From an optimization exercise on the open Yosys and OpenROAD flow, aimed at small area, a short achievable clock period and few clock cycles per item; shortcuts taken in it are not production practice. The RTL was checked by simulation tests, not by an equivalence proof against the original design.

==> indigo: inputs <==
Design e_mdu, start of the top module:
module e_mdu (
  input  logic        clk,
  input  logic        reset,
  input  logic        start,
  input  logic [3:0]  md_op,
  input  logic [31:0] rs_val,
  input  logic [31:0] rt_val,
  output logic        busy,
  output logic [31:0] mu_result,
  output logic [31:0] hi,
  output logic [31:0] lo
);
  logic [31:0] hi_reg, lo_reg;
  logic        busy_reg;
  logic [3:0]  cnt_reg;
  logic [32:0] dn_reg;
  logic        cin_reg;
  logic        negq_reg, negr_reg;
  logic [3:0]  op;
  logic        is_mul, is_mac, mul_signed, mul_sub, is_div, div_signed;
  assign op = md_op;
  always_comb begin
    is_mul     = (op == MD_MULT) || (op == MD_MULTU) || (op == MD_MADD) ||
                 (op == MD_MADDU) || (op == MD_MSUB) || (op == MD_MSUBU);
    is_mac     = (op == MD_MADD) || (op == MD_MADDU) || (op == MD_MSUB) || (op == MD_MSUBU);
    mul_signed = (op == MD_MULT) || (op == MD_MADD) || (op == MD_MSUB);
    mul_sub    = (op == MD_MSUB) || (op == MD_MSUBU);
    is_div     = (op == MD_DIV) || (op == MD_DIVU);
    div_signed = (op == MD_DIV);
  end
  logic [63:0] mac_y;
  mdu_mac u_mac (
    .a   (rs_val),
    .b   (rt_val),
    .c   (is_mac ? {hi_reg, lo_reg} : 64'd0),
    .sa  (mul_signed),
  ...
clock: 110.0 ns
lec_check: 0
abc_area: 1
cap_margin: 20
core_margin: 2
core_utilization: 50
slew_margin: 20
synth_hierarchical: 1
standard.sh (not shown) runs the stock make flow with config.mk's settings and CLKGATE_MAP_FILE= SYNTH_SCRIPT=/design/flow/synth_recipe.tcl, a recipe that flattens the netlist after the stock synthesis.
==> flow/flow/run.sh <==
#!/bin/bash
# Standard layout, with every port buffered by the smallest plain buffer instead of the
# delay buffer that buffer_ports picks by default, and timing repair aiming for 65.4 ns of
# setup slack, so that it sizes up the md_op -> mu_result read path (the one path that
# sets the achieved period) instead of stopping at 0 ns.
set -e
export BUFFER_PORTS_ARGS="-buffer_cell sky130_fd_sc_hd__buf_1"
bash standard.sh SETUP_SLACK_MARGIN=65.4 finish > standard_flow.log 2>&1
==> yarrow: changes against indigo <==
--- a/flow/design.v
+++ b/flow/design.v
@@ -2538,28 +2538,28 @@
   mdu_fa u_s1224 (.a(k1095), .b(s1096), .c(pp16[30]), .s(s1224), .co(k1225));
   mdu_fa u_s1226 (.a(k1097), .b(s1098), .c(pp16[31]), .s(s1226), .co(k1227));
   assign r0 = {k1225, k1223, k1221, k1219, k1217, k1215, k1213, k1211, k1209, k1207, k1205, k1203, k1201, k1199, k1197, k1195, k1193, k1191, k1189, k1187, k1185, k1183, k1181, k1179, k1177, k1175, k1173, k1171, k1169, k1167, k1165, k1163, k1161, k1159, k1157, k1155, k1153, k1151, k1149, k1147, k1145, k1143, k1141, k1139, k1137, k1135, k1133, k1131, k1129, k1127, k1125, k1123, k1121, k1119, k1117, k1115, k1113, k1111, k1109, k1107, k1105, k1103, k1101, s1100};
   assign r1 = {s1226, s1224, s1222, s1220, s1218, s1216, s1214, s1212, s1210, s1208, s1206, s1204, s1202, s1200, s1198, s1196, s1194, s1192, s1190, s1188, s1186, s1184, s1182, s1180, s1178, s1176, s1174, s1172, s1170, s1168, s1166, s1164, s1162, s1160, s1158, s1156, s1154, s1152, s1150, s1148, s1146, s1144, s1142, s1140, s1138, s1136, s1134, s1132, s1130, s1128, s1126, s1124, s1122, s1120, s1118, s1116, s1114, s1112, s1110, s1108, s1106, s1104, s1102, neg[0]};
   logic [64:0] cy;
   assign cy[0] = 1'b0;
-  for (genvar i = 0; i < 44; i++) begin : g_b0
+  for (genvar i = 0; i < 32; i++) begin : g_b0
     assign y[i] = r0[i] ^ r1[i] ^ cy[i];
     assign cy[i+1] = (r0[i] & r1[i]) | (r0[i] & cy[i]) | (r1[i] & cy[i]);
   end
-  logic [64:44] c0_1, c1_1;
-  logic [63:44] s0_1, s1_1;
-  assign c0_1[44] = 1'b0;
-  assign c1_1[44] = 1'b1;
-  for (genvar i = 44; i < 64; i++) begin : g_b1
+  logic [64:32] c0_1, c1_1;
+  logic [63:32] s0_1, s1_1;
+  assign c0_1[32] = 1'b0;
+  assign c1_1[32] = 1'b1;
+  for (genvar i = 32; i < 64; i++) begin : g_b1
     assign s0_1[i] = r0[i] ^ r1[i] ^ c0_1[i];
     assign c0_1[i+1] = (r0[i] & r1[i]) | (r0[i] & c0_1[i]) | (r1[i] & c0_1[i]);
     assign s1_1[i] = r0[i] ^ r1[i] ^ c1_1[i];
     assign c1_1[i+1] = (r0[i] & r1[i]) | (r0[i] & c1_1[i]) | (r1[i] & c1_1[i]);
   end
-  assign y[63:44] = cy[44] ? s1_1 : s0_1;
-  assign cy[64] = cy[44] ? c1_1[64] : c0_1[64];
+  assign y[63:32] = cy[32] ? s1_1 : s0_1;
+  assign cy[64] = cy[32] ? c1_1[64] : c0_1[64];
 endmodule
 module mdu_fa (
   input  logic a,
   input  logic b,
   input  logic c,
   output logic s,
==> flow/flow/run.sh (replaced) <==
#!/bin/bash
# Standard layout, with every port buffered by the smallest plain buffer instead of the
# delay buffer that buffer_ports picks by default.
set -e
export BUFFER_PORTS_ARGS="-buffer_cell sky130_fd_sc_hd__buf_1"
bash standard.sh > standard_flow.log 2>&1
==> nickel: changes against indigo <==
--- a/flow/design.v
+++ b/flow/design.v
@@ -2538,28 +2538,28 @@
   mdu_fa u_s1224 (.a(k1095), .b(s1096), .c(pp16[30]), .s(s1224), .co(k1225));
   mdu_fa u_s1226 (.a(k1097), .b(s1098), .c(pp16[31]), .s(s1226), .co(k1227));
   assign r0 = {k1225, k1223, k1221, k1219, k1217, k1215, k1213, k1211, k1209, k1207, k1205, k1203, k1201, k1199, k1197, k1195, k1193, k1191, k1189, k1187, k1185, k1183, k1181, k1179, k1177, k1175, k1173, k1171, k1169, k1167, k1165, k1163, k1161, k1159, k1157, k1155, k1153, k1151, k1149, k1147, k1145, k1143, k1141, k1139, k1137, k1135, k1133, k1131, k1129, k1127, k1125, k1123, k1121, k1119, k1117, k1115, k1113, k1111, k1109, k1107, k1105, k1103, k1101, s1100};
   assign r1 = {s1226, s1224, s1222, s1220, s1218, s1216, s1214, s1212, s1210, s1208, s1206, s1204, s1202, s1200, s1198, s1196, s1194, s1192, s1190, s1188, s1186, s1184, s1182, s1180, s1178, s1176, s1174, s1172, s1170, s1168, s1166, s1164, s1162, s1160, s1158, s1156, s1154, s1152, s1150, s1148, s1146, s1144, s1142, s1140, s1138, s1136, s1134, s1132, s1130, s1128, s1126, s1124, s1122, s1120, s1118, s1116, s1114, s1112, s1110, s1108, s1106, s1104, s1102, neg[0]};
   logic [64:0] cy;
   assign cy[0] = 1'b0;
-  for (genvar i = 0; i < 44; i++) begin : g_b0
+  for (genvar i = 0; i < 40; i++) begin : g_b0
     assign y[i] = r0[i] ^ r1[i] ^ cy[i];
     assign cy[i+1] = (r0[i] & r1[i]) | (r0[i] & cy[i]) | (r1[i] & cy[i]);
   end
-  logic [64:44] c0_1, c1_1;
-  logic [63:44] s0_1, s1_1;
-  assign c0_1[44] = 1'b0;
-  assign c1_1[44] = 1'b1;
-  for (genvar i = 44; i < 64; i++) begin : g_b1
+  logic [64:40] c0_1, c1_1;
+  logic [63:40] s0_1, s1_1;
+  assign c0_1[40] = 1'b0;
+  assign c1_1[40] = 1'b1;
+  for (genvar i = 40; i < 64; i++) begin : g_b1
     assign s0_1[i] = r0[i] ^ r1[i] ^ c0_1[i];
     assign c0_1[i+1] = (r0[i] & r1[i]) | (r0[i] & c0_1[i]) | (r1[i] & c0_1[i]);
     assign s1_1[i] = r0[i] ^ r1[i] ^ c1_1[i];
     assign c1_1[i+1] = (r0[i] & r1[i]) | (r0[i] & c1_1[i]) | (r1[i] & c1_1[i]);
   end
-  assign y[63:44] = cy[44] ? s1_1 : s0_1;
-  assign cy[64] = cy[44] ? c1_1[64] : c0_1[64];
+  assign y[63:40] = cy[40] ? s1_1 : s0_1;
+  assign cy[64] = cy[40] ? c1_1[64] : c0_1[64];
 endmodule
 module mdu_fa (
   input  logic a,
   input  logic b,
   input  logic c,
   output logic s,
==> flow/flow/run.sh (replaced) <==
#!/bin/bash
# Standard layout, with every port buffered by the smallest plain buffer instead of the
# delay buffer that buffer_ports picks by default, and timing repair aiming for 65 ns of
# setup slack, so that it sizes up the md_op -> mu_result read path (the one path that
# sets the achieved period) instead of stopping at 0 ns.
set -e
export BUFFER_PORTS_ARGS="-buffer_cell sky130_fd_sc_hd__buf_1"
bash standard.sh SETUP_SLACK_MARGIN=65 finish > standard_flow.log 2>&1
==> flow/config.mk (replaced) <==
export PLATFORM = sky130hd
export DESIGN_NAME = e_mdu
export DESIGN_NICKNAME = e_mdu
export VERILOG_FILES = /design/flow/design.v
export SDC_FILE = /design/flow/constraint.sdc
export NUM_CORES = 4
export LEC_CHECK = 0
export ABC_AREA = 1
export CAP_MARGIN = 10
export CORE_MARGIN = 2
export CORE_UTILIZATION = 50
export SLEW_MARGIN = 10
export SYNTH_HIERARCHICAL = 1
==> comparison table <==
| metric | yarrow | indigo | nickel |
|---|---|---|---|
| First drt pass iteration count | 14 | 8 | 7 |
| Hold_ws | 0.526 ns | 0.528 ns | 0.515 ns |
| Non-filler cells in the finished layout | 5789 | 5619 | 5647 |
| GR Util All Layers | 45.4% | 46.3% | 45.1% |
| PnR worst setup slack | 64.22 ns | 65.11 ns | 64.98 ns |
| Crit path time final | 45.78 ns | 44.89 ns | 45.02 ns |
| Fraction of final layout cells with drive strength greater than 1 | 6.84% | 9.46% | 9.23% |
| Non-Filler Cell Area, Final | 40900 um2 | 41300 um2 | 41000 um2 |
| Floorplan die width | 283 um | 282 um | 283 um |
| GRT met3 Usage | 14.3% | 14.3% | 13.0% |
| Status | finished clean | finished clean | finished clean |
| Worst Setup EP | mu_result[2] | mu_result[22] | mu_result[2] |
Testbench counts of indigo, summed over its fixed seeds: cycles 5,606, ops 4,000.
Testbench counts of yarrow, summed over its fixed seeds: cycles 5,606, ops 4,000.
Testbench counts of nickel, summed over its fixed seeds: cycles 5,606, ops 4,000.

## port drivers added, routing unchanged
No port has a modelled driver above. Below, the same layouts with a new extraction and two added sets of constraints.
Step 1 assumes that a clkbuf_16 drives the clock port and a buf_2 every other input.
Step 2 adds t to the input delays and takes it off the output delays; t is the mean of the earliest and latest rising clock arrival at the registers after step 1. Input paths then give back, and output paths get back, about the clock's delay inside the block.
Slacks: ideal / step 1 / step 2; pairs: ideal / step 1.
run | t, ns | setup WS [ns] | hold WS [ns] | worst setup path at the end | latest minus earliest clock arrival (ns)
indigo | 0.446 | 65.113 / 65.064 / 65.064 | 0.528 / 0.528 / 0.528 | input to output | 0.021 / 0.021
yarrow | 0.446 | 64.222 / 64.190 / 64.190 | 0.526 / 0.526 / 0.526 | input to output | 0.010 / 0.010
nickel | 0.441 | 64.980 / 64.954 / 64.954 | 0.515 / 0.515 / 0.515 | input to output | 0.014 / 0.014
After both steps setup and hold are still met in every run listed. For indigo, which loses most, drivers alone change the setup slack by -0.049 ns; drivers and shift together by -0.049 ns.
